This design comes from an exercise in tuning for small area, a short achievable clock period and few clock cycles on the open sky130 flow, not from production work. The RTL was checked by simulation tests, not by an equivalence proof against the original design. Power and IR drop assume default switching activity.

<file path="design/flow/run.sh">
#!/bin/bash
# synth_recipe.tcl (not shown) runs the flow's synth.tcl, then flattens the netlist and writes it again
# the make line also repeats each setting of config.mk as NAME=value (left out here)
make -C /OpenROAD-flow-scripts/flow DESIGN_CONFIG=/design/flow/config.mk WORK_HOME=/design/flow/orfs CLKGATE_MAP_FILE= SYNTH_SCRIPT=/design/flow/synth_recipe.tcl finish
</file>
<file path="design/flow/config.mk">
export PLATFORM = sky130hd
export DESIGN_NAME = core_top
export DESIGN_NICKNAME = core_top
export VERILOG_FILES = /design/flow/design.v
export SDC_FILE = /design/flow/constraint.sdc
export NUM_CORES = 4
export LEC_CHECK = 0
export CAP_MARGIN = 20
export CORE_MARGIN = 2
export CORE_UTILIZATION = 40
export PLACE_DENSITY = 0.6
export SLEW_MARGIN = 20
</file>
<file path="design/flow/constraint.sdc">
create_clock -name core_clock -period 12.0 [get_ports {clk}]
set_input_delay 2.4000 -clock core_clock [delete_from_list [all_inputs] [get_ports {clk}]]
set_output_delay 2.4000 -clock core_clock [all_outputs]
set_load 0.01 [all_outputs]
</file>
<file path="design/flow/design.v">
package core_pkg;
  typedef logic [31:0] word_t;
  typedef logic [4:0]  reg_idx_t;
  typedef logic [3:0]  strb_t;
  localparam logic [6:0] opc_lui    = 7'b0110111;
  localparam logic [6:0] opc_auipc  = 7'b0010111;
  localparam logic [6:0] opc_jal    = 7'b1101111;
  localparam logic [6:0] opc_jalr   = 7'b1100111;
  localparam logic [6:0] opc_branch = 7'b1100011;
  localparam logic [6:0] opc_load   = 7'b0000011;
  localparam logic [6:0] opc_store  = 7'b0100011;
  localparam logic [6:0] opc_imm    = 7'b0010011;
  localparam logic [6:0] opc_reg    = 7'b0110011;
endpackage
`timescale 1ns/1ps
module rv_decoder (
  input  core_pkg::word_t     instr,
  output logic                is_lui,
  output logic                is_auipc,
  output logic                is_jal,
  output logic                is_jalr,
  output logic                is_branch,
  output logic                is_load,
  output logic                is_store,
  output logic                is_op,
  output logic                is_opimm,
  output logic                uses_rs1,
  output logic                uses_rs2,
  output logic                writes_rd,
  output logic                valid,
  output core_pkg::word_t     imm_alu,
  output core_pkg::word_t     imm_pc
);
  logic [6:0] opcode;
  logic [2:0] funct3;
  logic [6:0] funct7;
  assign opcode = instr[6:0];
  assign funct3 = instr[14:12];
  assign funct7 = instr[31:25];
  assign is_lui    = (opcode == core_pkg::opc_lui);
  assign is_auipc  = (opcode == core_pkg::opc_auipc);
  assign is_jal    = (opcode == core_pkg::opc_jal);
  assign is_jalr   = (opcode == core_pkg::opc_jalr);
  assign is_branch = (opcode == core_pkg::opc_branch);
  assign is_load   = (opcode == core_pkg::opc_load);
  assign is_store  = (opcode == core_pkg::opc_store);
  assign is_op     = (opcode == core_pkg::opc_reg);
  assign is_opimm  = (opcode == core_pkg::opc_imm);
  assign uses_rs1  = is_op || is_opimm || is_load || is_store || is_branch || is_jalr;
  assign uses_rs2  = is_op || is_store || is_branch;
  assign writes_rd = is_op || is_opimm || is_load || is_lui || is_auipc || is_jal || is_jalr;
  always_comb begin
    case (opcode)
      core_pkg::opc_lui, core_pkg::opc_auipc, core_pkg::opc_jal: valid = 1'b1;
      core_pkg::opc_jalr:   valid = (funct3 == 3'b000);
      core_pkg::opc_load:   valid = (funct3 != 3'b011) && (funct3[2:1] != 2'b11);
      core_pkg::opc_store:  valid = !funct3[2] && (funct3[1:0] != 2'b11);
      core_pkg::opc_branch: valid = (funct3[2:1] != 2'b01);
      core_pkg::opc_imm: begin
        if (funct3 == 3'b001) begin
          valid = (funct7 == 7'b0000000);
        end else if (funct3 == 3'b101) begin
          valid = (funct7 == 7'b0000000) || (funct7 == 7'b0100000);
        end else begin
          valid = 1'b1;
        end
      end
      core_pkg::opc_reg: begin
        valid = (funct7 == 7'b0000000) ||
                ((funct7 == 7'b0100000) && ((funct3 == 3'b000) || (funct3 == 3'b101)));
      end
      default: valid = 1'b0;
    endcase
  end
  assign imm_alu = is_store ? {{21{instr[31]}}, instr[30:25], instr[11:7]}
                            : {{21{instr[31]}}, instr[30:20]};
  always_comb begin
    if (is_jal) begin
      imm_pc = {{12{instr[31]}}, instr[19:12], instr[20], instr[30:21], 1'b0};
    end else if (is_branch) begin
      imm_pc = {{20{instr[31]}}, instr[7], instr[30:25], instr[11:8], 1'b0};
    end else begin
      imm_pc = {instr[31:12], 12'd0};
    end
  end
endmodule
`timescale 1ns/1ps
module int_reg_file (
  input  logic               clk,
  input  logic               rstn,
  input  core_pkg::reg_idx_t rs1_idx,
  input  core_pkg::reg_idx_t rs2_idx,
  input  core_pkg::reg_idx_t rd_idx,
  input  logic               rd_we,
  input  core_pkg::word_t    rd_data,
  output core_pkg::word_t    rs1_data,
  output core_pkg::word_t    rs2_data
);
  core_pkg::word_t regs [1:31];
  core_pkg::word_t wdata;
  assign wdata = rstn ? rd_data : '0;
  always_comb begin
    rs1_data = '0;
    rs2_data = '0;
    for (int i = 1; i < 32; i++) begin
      if (rs1_idx == 5'(i)) rs1_data = rs1_data | regs[i];
      if (rs2_idx == 5'(i)) rs2_data = rs2_data | regs[i];
    end
  end
  always_ff @(posedge clk) begin
    for (int i = 1; i < 32; i++) begin
      if (!rstn || (rd_we && rd_idx == 5'(i))) begin
        regs[i] <= wdata;
      end
    end
  end
endmodule
`timescale 1ns/1ps
module alu (
  input  core_pkg::word_t   a,
  input  core_pkg::word_t   b,
  input  logic [2:0]        funct3,
  input  logic              sub,
  input  logic              arith,
  output core_pkg::word_t   sum,
  output core_pkg::word_t   result,
  output logic              eq,
  output logic              lt,
  output logic              ltu
);
  logic [32:0] diff;
  core_pkg::word_t shin, shout, rev_out;
  logic [4:0] shamt;
  assign diff = {1'b0, a} + {1'b0, sub ? ~b : b} + {32'd0, sub};
  assign sum  = diff[31:0];
  assign eq   = (a == b);
  assign ltu  = !diff[32];
  assign lt   = (a[31] ^ b[31]) ? a[31] : diff[31];
  assign shamt = b[4:0];
  always_comb begin
    for (int i = 0; i < 32; i++) shin[i] = funct3[2] ? a[i] : a[31 - i];
  end
  assign shout = $unsigned($signed({arith & a[31], shin}) >>> shamt);
  always_comb begin
    for (int i = 0; i < 32; i++) rev_out[i] = shout[31 - i];
  end
  always_comb begin
    case (funct3)
      3'b000:  result = sum;
      3'b001:  result = rev_out;
      3'b010:  result = {31'd0, lt};
      3'b011:  result = {31'd0, ltu};
      3'b100:  result = a ^ b;
      3'b101:  result = shout;
      3'b110:  result = a | b;
      default: result = a & b;
    endcase
  end
endmodule
`timescale 1ns/1ps
module lsu (
  input  logic [2:0]          st_funct3,
  input  logic [2:0]          ld_funct3,
  input  core_pkg::word_t     rdata,
  output core_pkg::strb_t     strb,
  output core_pkg::word_t     load_data
);
  always_comb begin
    case (st_funct3[1:0])
      2'b00:   strb = 4'b0001;
      2'b01:   strb = 4'b0011;
      default: strb = 4'b1111;
    endcase
  end
  logic sign_bit;
  always_comb begin
    case (ld_funct3[1:0])
      2'b00:   sign_bit = !ld_funct3[2] && rdata[7];
      2'b01:   sign_bit = !ld_funct3[2] && rdata[15];
      default: sign_bit = 1'b0;
    endcase
    case (ld_funct3[1:0])
      2'b00:   load_data = {{24{sign_bit}}, rdata[7:0]};
      2'b01:   load_data = {{16{sign_bit}}, rdata[15:0]};
      default: load_data = rdata;
    endcase
  end
endmodule
`timescale 1ns/1ps
module core_control (
  input  logic               clk,
  input  logic               rstn,
  input  logic               valid,
  input  logic               is_mem,
  input  logic               is_load,
  input  logic               uses_rs1,
  input  logic               uses_rs2,
  input  logic               writes_rd,
  input  core_pkg::reg_idx_t rs1,
  input  core_pkg::reg_idx_t rs2,
  input  core_pkg::reg_idx_t rd,
  input  logic [2:0]         funct3,
  input  logic               mem_done,
  output logic               go,
  output logic               issue,
  output logic               ld_wb,
  output core_pkg::reg_idx_t ld_rd,
  output logic [2:0]         ld_funct3,
  output logic               illegal
);
  logic pend, pend_load;
  logic dep, wr_rd, stall;
  assign wr_rd = writes_rd && (rd != 5'd0);
  assign dep   = (uses_rs1 && rs1 == ld_rd) || (uses_rs2 && rs2 == ld_rd) ||
                 (wr_rd && rd == ld_rd);
  always_comb begin
    stall = 1'b0;
    if (pend && !mem_done && is_mem) stall = 1'b1;
    if (pend_load) begin
      if (dep) stall = 1'b1;
      if (mem_done && wr_rd) stall = 1'b1;
    end
  end
  assign go    = !illegal && !stall;
  assign issue = go && valid && is_mem;
  assign ld_wb = pend_load && mem_done;
  always_ff @(posedge clk) begin
    if (!rstn) begin
      pend      <= 1'b0;
      pend_load <= 1'b0;
      illegal   <= 1'b0;
    end else begin
      if (issue) begin
        pend      <= 1'b1;
        pend_load <= is_load && (rd != 5'd0);
      end else if (mem_done) begin
        pend      <= 1'b0;
        pend_load <= 1'b0;
      end
      if (go && !valid) illegal <= 1'b1;
    end
  end
  always_ff @(posedge clk) begin
    if (issue) begin
      ld_rd     <= rd;
      ld_funct3 <= funct3;
    end
  end
endmodule
`timescale 1ns/1ps
module core_top (
  input  logic            clk,
  input  logic            rstn,
  input  core_pkg::word_t instr,
  output core_pkg::word_t pc,
  output core_pkg::word_t data_addr,
  output core_pkg::word_t wdata,
  output core_pkg::strb_t data_we,
  output logic            load,
  input  core_pkg::word_t rdata,
  input  logic            mem_done,
  output logic            illegal
);
  logic is_lui, is_auipc, is_jal, is_jalr, is_branch, is_load, is_store, is_op, is_opimm;
  logic uses_rs1, uses_rs2, writes_rd, valid;
  core_pkg::word_t imm_alu, imm_pc;
  core_pkg::reg_idx_t rs1, rs2, rd, ld_rd, wr_idx;
  logic [2:0] funct3, ld_funct3;
  core_pkg::word_t rs1_data, rs2_data, alu_b, sum, alu_res, load_data, wr_data, ex_data;
  core_pkg::word_t pc_plus4, pc_imm;
  core_pkg::strb_t strb;
  logic go, issue, ld_wb, exec, wr_en;
  logic sub, eq, lt, ltu, cond, taken;
  assign rs1    = instr[19:15];
  assign rs2    = instr[24:20];
  assign rd     = instr[11:7];
  assign funct3 = instr[14:12];
  rv_decoder u_decoder (
    .instr(instr), .is_lui(is_lui), .is_auipc(is_auipc), .is_jal(is_jal),
    .is_jalr(is_jalr), .is_branch(is_branch), .is_load(is_load), .is_store(is_store),
    .is_op(is_op), .is_opimm(is_opimm), .uses_rs1(uses_rs1), .uses_rs2(uses_rs2),
    .writes_rd(writes_rd), .valid(valid), .imm_alu(imm_alu), .imm_pc(imm_pc)
  );
  core_control u_control (
    .clk(clk), .rstn(rstn), .valid(valid), .is_mem(is_load || is_store), .is_load(is_load),
    .uses_rs1(uses_rs1), .uses_rs2(uses_rs2), .writes_rd(writes_rd), .rs1(rs1), .rs2(rs2),
    .rd(rd), .funct3(funct3), .mem_done(mem_done), .go(go), .issue(issue), .ld_wb(ld_wb),
    .ld_rd(ld_rd), .ld_funct3(ld_funct3), .illegal(illegal)
  );
  int_reg_file u_regs (
    .clk(clk), .rstn(rstn), .rs1_idx(rs1), .rs2_idx(rs2), .rd_idx(wr_idx), .rd_we(wr_en),
    .rd_data(wr_data), .rs1_data(rs1_data), .rs2_data(rs2_data)
  );
  assign sub   = is_branch || ((is_op || is_opimm) && funct3[2:1] == 2'b01) ||
                 (is_op && funct3 == 3'b000 && instr[30]);
  assign alu_b = (is_op || is_branch) ? rs2_data : imm_alu;
  alu u_alu (
    .a(rs1_data), .b(alu_b), .funct3(funct3), .sub(sub), .arith(instr[30]),
    .sum(sum), .result(alu_res), .eq(eq), .lt(lt), .ltu(ltu)
  );
  lsu u_lsu (
    .st_funct3(funct3), .ld_funct3(ld_funct3), .rdata(rdata), .strb(strb),
    .load_data(load_data)
  );
  assign cond  = funct3[2] ? (funct3[1] ? ltu : lt) : eq;
  assign taken = is_branch && (cond ^ funct3[0]);
  assign pc_plus4 = pc + 32'd4;
  assign pc_imm   = pc + imm_pc;
  always_comb begin
    if (is_lui) begin
      ex_data = {instr[31:12], 12'd0};
    end else if (is_auipc) begin
      ex_data = pc_imm;
    end else if (is_jal || is_jalr) begin
      ex_data = pc_plus4;
    end else begin
      ex_data = alu_res;
    end
  end
  assign exec    = go && valid;
  assign wr_en   = ld_wb || (exec && writes_rd && !is_load);
  assign wr_idx  = ld_wb ? ld_rd : rd;
  assign wr_data = ld_wb ? load_data : ex_data;
  always_ff @(posedge clk) begin
    if (!rstn) begin
      pc <= '0;
    end else if (exec) begin
      if (is_jalr) begin
        pc <= {sum[31:1], 1'b0};
      end else if (is_jal || taken) begin
        pc <= pc_imm;
      end else begin
        pc <= pc_plus4;
      end
    end
  end
  assign data_addr = sum;
  assign wdata     = rs2_data;
  assign load      = issue && is_load;
  assign data_we   = (issue && is_store) ? strb : 4'd0;
endmodule
</file>
==> flow_metrics.py <==
metrics = {
    "route": {
        "routed_via_density": 7.75,
        "num_vias": 57000,
        "ant_nets": 0,
        "wl_um": 329000,
        "dr.pass1.iters": 13,
        "drcViolationCount": 0,
        "drtIter0Drc": 13100,
        "wl_per_cell_um": 44.8,
    },
    "setup_path": {
        "start_kind": "primary input",
        "cp-end-kind": "output port",
        "path_max_fanout": 16,
        "worstRegToRegCells": 19,
        "cp.required_ns": 9.60,
        "r2r-start": "u_regs.regs[27][3]",
        "cp_data_arrival_time_ns": 9.74,
        "r2r-end": "pc[22]",
        "path_class": "primary input to output port",
        "r2r_setup_slack_ns": 4.19,
    },
    "power": {
        "pwr-share-clk": 0.333,
        "pwr-share-comb": 0.224,
        "switchingPower_uw": 3430,
        "switching_share": 0.328,
        "p_leak_uw": 0.0259,
        "power.total_uw": 10500,
        "p_per_area_mw_per_mm2": 155,
        "seq_power_share": 0.443,
        "ir_drop_mv": 0.127,
        "intPower_uw": 7030,
    },
    "timing": {
        "min_period_over_period": 1.01,
        "rsz0062_at_grt": "no",
        "worst_pin_slew_ns": 1.28,
        "fin_crit_ns": 12.14,
        "setup_ws_ns": -0.136,
        "max-slew-margin-rel": 0.141,
        "finalSetupViolCount": 5,
        "final_hold_viol_count": 0,
        "finalSetupTns_ns": -0.344,
        "skew_ns": 0.0376,
        "drv_slew": 0,
        "timing.fmax_mhz": 82.4,
    },
    "synthesis": {
        "synth_seq_cells": 1034,
        "ys_seq_area_frac": 0.533,
        "yosys_most_used_dff": "edfxtp_1",
        "synth.avg_cell_area_um2": 11.3,
        "ys_types": 108,
        "syn_nets": 5296,
        "yosys_warnings": 7,
        "synth_edf_count": 1000,
        "synth_cells": 5101,
        "syn_area_mm2": 0.0576,
        "async_flop_share": 0,
    },
    "floorplan": {
        "core_mm2": 0.143,
        "rows": 139,
        "pin_count": 169,
        "start_util": 0.402,
        "die-height_um": 384,
        "dieArea_mm2": 0.147,
        "chipWidth_um": 384,
    },
    "global_routing": {
        "grt_pass1_vias": 52000,
        "grt_max_degree": 69,
        "overflow": 0,
        "grt_pass1_wl_um": 438000,
        "grt_antenna_before_repair": 25,
        "grt_util_all_layers": 0.432,
    },
    "cts": {
        "cts.htree.levels": 3,
        "cts_buffers": 107,
        "cts_hold_buf": 0,
        "cts_tree": "yes",
        "clock_sinks": 1034,
        "path_clk_slew_ns": 0.07,
        "insertion_delay_ns": 0.78,
        "root_buffer": "clkbuf_16",
        "clock_path_buffers": 3,
    },
    "layout": {
        "layout.nets": 5529,
        "post-route-util": 0.470,
        "syn_to_final_growth_pct": 16.9,
        "drive_above_1_share": 0.146,
        "final_cell_count_no_fill": 7348,
    },
    "outcome": {
        "violations": "negative setup slack",
        "status": "complete, but fails checks",
    },
    "hold_path": {
        "worstHoldStart": "pc[29]",
        "hold_path_class": "flip-flop to flip-flop",
        "min_path_cells": 2,
        "min_delay_worst_endpoint": "pc[29]",
    },
    "placed_design": {
        "io_buffers": 167,
        "dp_cells": 7124,
        "dp_slack_ns": 0.352,
        "hpwlAfterDp_um": 210000,
        "gp_congestion": 1.09,
    },
    "flow_run": {
        "drv_cap": 0,
    },
}
-- synthesized netlist by cell type (68+ instances only) --
master	number	area [um^2]
a2111oi_0	125	1090
mux2i_1	91	911
nor2_1	235	882
nand2_1	270	1010
clkbuf_1	288	1080
xnor2_1	83	727
ha_1	126	1580
nand4_1	128	801
inv_1	107	402
a21o_1	68	510
a221oi_1	126	1100
o21ai_0	177	886
and3_1	443	2770
a22o_1	83	727
nand3_1	184	921
a21oi_1	156	781
a22oi_1	384	2880
edfxtp_1	1000	30000
-- critical path, cell delays in order --
cell and delay [ns]:
buf_2 0.38, buf_4 0.32, and3b_2 0.46, and3_1 0.30, a2111oi_0 0.71, nand4_1 0.20
nor4_2 1.08, inv_1 0.45, ha_1 0.48, o21ai_0 0.14, a21oi_1 0.17, nor4b_1 0.60
o21bai_1 0.22, o31a_1 0.37, a21boi_0 0.32, nand2b_1 0.09, a21oi_1 0.19, xnor2_1 0.18
clkdlybuf4s50_1 0.58
-- power by group through the flow --
stage | sequential [uW] | combinational [uW] | clock [uW]
floorplan | 4580 | 949 | 0
global placement | 4680 | 2170 | 0
detailed placement | 4670 | 2160 | 0
CTS | 4600 | 2170 | 3470
global route | 4630 | 2320 | 3610
finish | 4630 | 2340 | 3480
-- state kept, by name, indices dropped and copies added (netlist names) --
signal / cells
pc: 31
u_control.illegal: 1
u_control.ld_funct3: 3
u_control.ld_rd: 5
u_control.pend: 1
u_control.pend_load: 1
u_regs.regs: 992
-- logic make-up after synthesis --
group / count (synthesis) / synth area share
other: 1 / 0.0000651
adders and majority gates: 128 / 0.0280
xor gates and xnor gates: 132 / 0.0201
DFF: 1034 / 0.533
buffers and inverters: 527 / 0.0386
AOI/OAI and AO/OA: 1522 / 0.197
and+or+nand+nor: 1625 / 0.155
muxes: 132 / 0.0283
-- worst max-delay path by stage --
| stage | slack, ns | endpoint | start |
|---|---|---|---|
| final | -0.14 | data_addr[22] | instr[18] |
| after global routing | 0.02 | data_addr[22] | instr[18] |
| after CTS | 0.32 | data_addr[22] | instr[18] |
| after detailed placement | 0.35 | data_addr[22] | instr[18] |
| after global placement | 0.35 | data_addr[30] | instr[18] |
| after floorplan | 2.65 | data_addr[30] | instr[24] |
-- final cells by class --
class / instances / area, um^2
Antenna cell: 22 / 55.1
Clock buffer: 123 / 2760
Clock inverter: 75 / 820
Fill cell: 13100 / 75900
Inverter: 116 / 438
Multi-Input combinational cell: 3540 / 25700
Sequential cell: 1034 / 30700
Tap cell: 1903 / 2380
Timing Repair Buffer: 535 / 4540
-- metrics by stage --
| step | area (um^2) | hold slack [ns] |
|---|---|---|
| final | 67400 | 0.566 |
| after CTS | 67200 | 0.557 |
| after global placement | 63700 | 0.536 |
| after detailed placement | 63700 | 0.546 |
| after global routing | 67300 | 0.582 |
| after floorplan | 57600 | 0.511 |
-- layer usage --
layer / vias up / track usage / share of wire
met5: - / 0.0146 / 0.0013
li1: 21000 / - / -
met2: 6700 / 0.594 / 0.39
met4: 24 / 0.346 / 0.10
met1: 27200 / 0.516 / 0.33
met3: 1988 / 0.196 / 0.17
-- cells in the final DEF (no fill, tap or decap), types with 125 or more instances in the layout --
master,Yosys,final
o21ai_0,177,145
a221oi_1,126,126
nand2_1,270,269
nand4_1,128,128
nand3_1,184,184
ha_1,126,126
a21oi_1,156,152
nor2_1,235,190
a22oi_1,384,384
and3_1,443,442
buf_4,17,357
clkdlybuf4s50_1,0,157
edfxtp_1,1000,1000
a2111oi_0,125,125
-- timing repair --
item,CTS,global route
gates resized for setup,0,1
endpoints found under the setup margin,0,1
setup buffers,0,2
endpoints found under the hold margin,0,0
Testbench counts, summed over its fixed seeds: cycles 35,467.

-- static timing again, ports no longer ideal --
How much do the figures lean on ideal ports? The routed layout below was timed once more, with nothing changed but the port constraints.
Step 1 assumes that a clkbuf_16 drives the clock port and a buf_2 every other input.
Step 2 moves the port delays by t, midway between the first and last clock arrival at a register: inputs arrive t later, outputs are due t later. That takes back most of the time a late clock gives input paths.
Three values: ideal ports, drivers, drivers and shift; two values: the first two.
t (ns): 0.841
setup WS [ns]: -0.136 / -0.153 / -0.153
worst setup path at the end: input to output
cell pins on the clock port's net: 1
For this run, drivers alone change the setup slack by -0.017 ns; drivers and shift together by -0.017 ns.
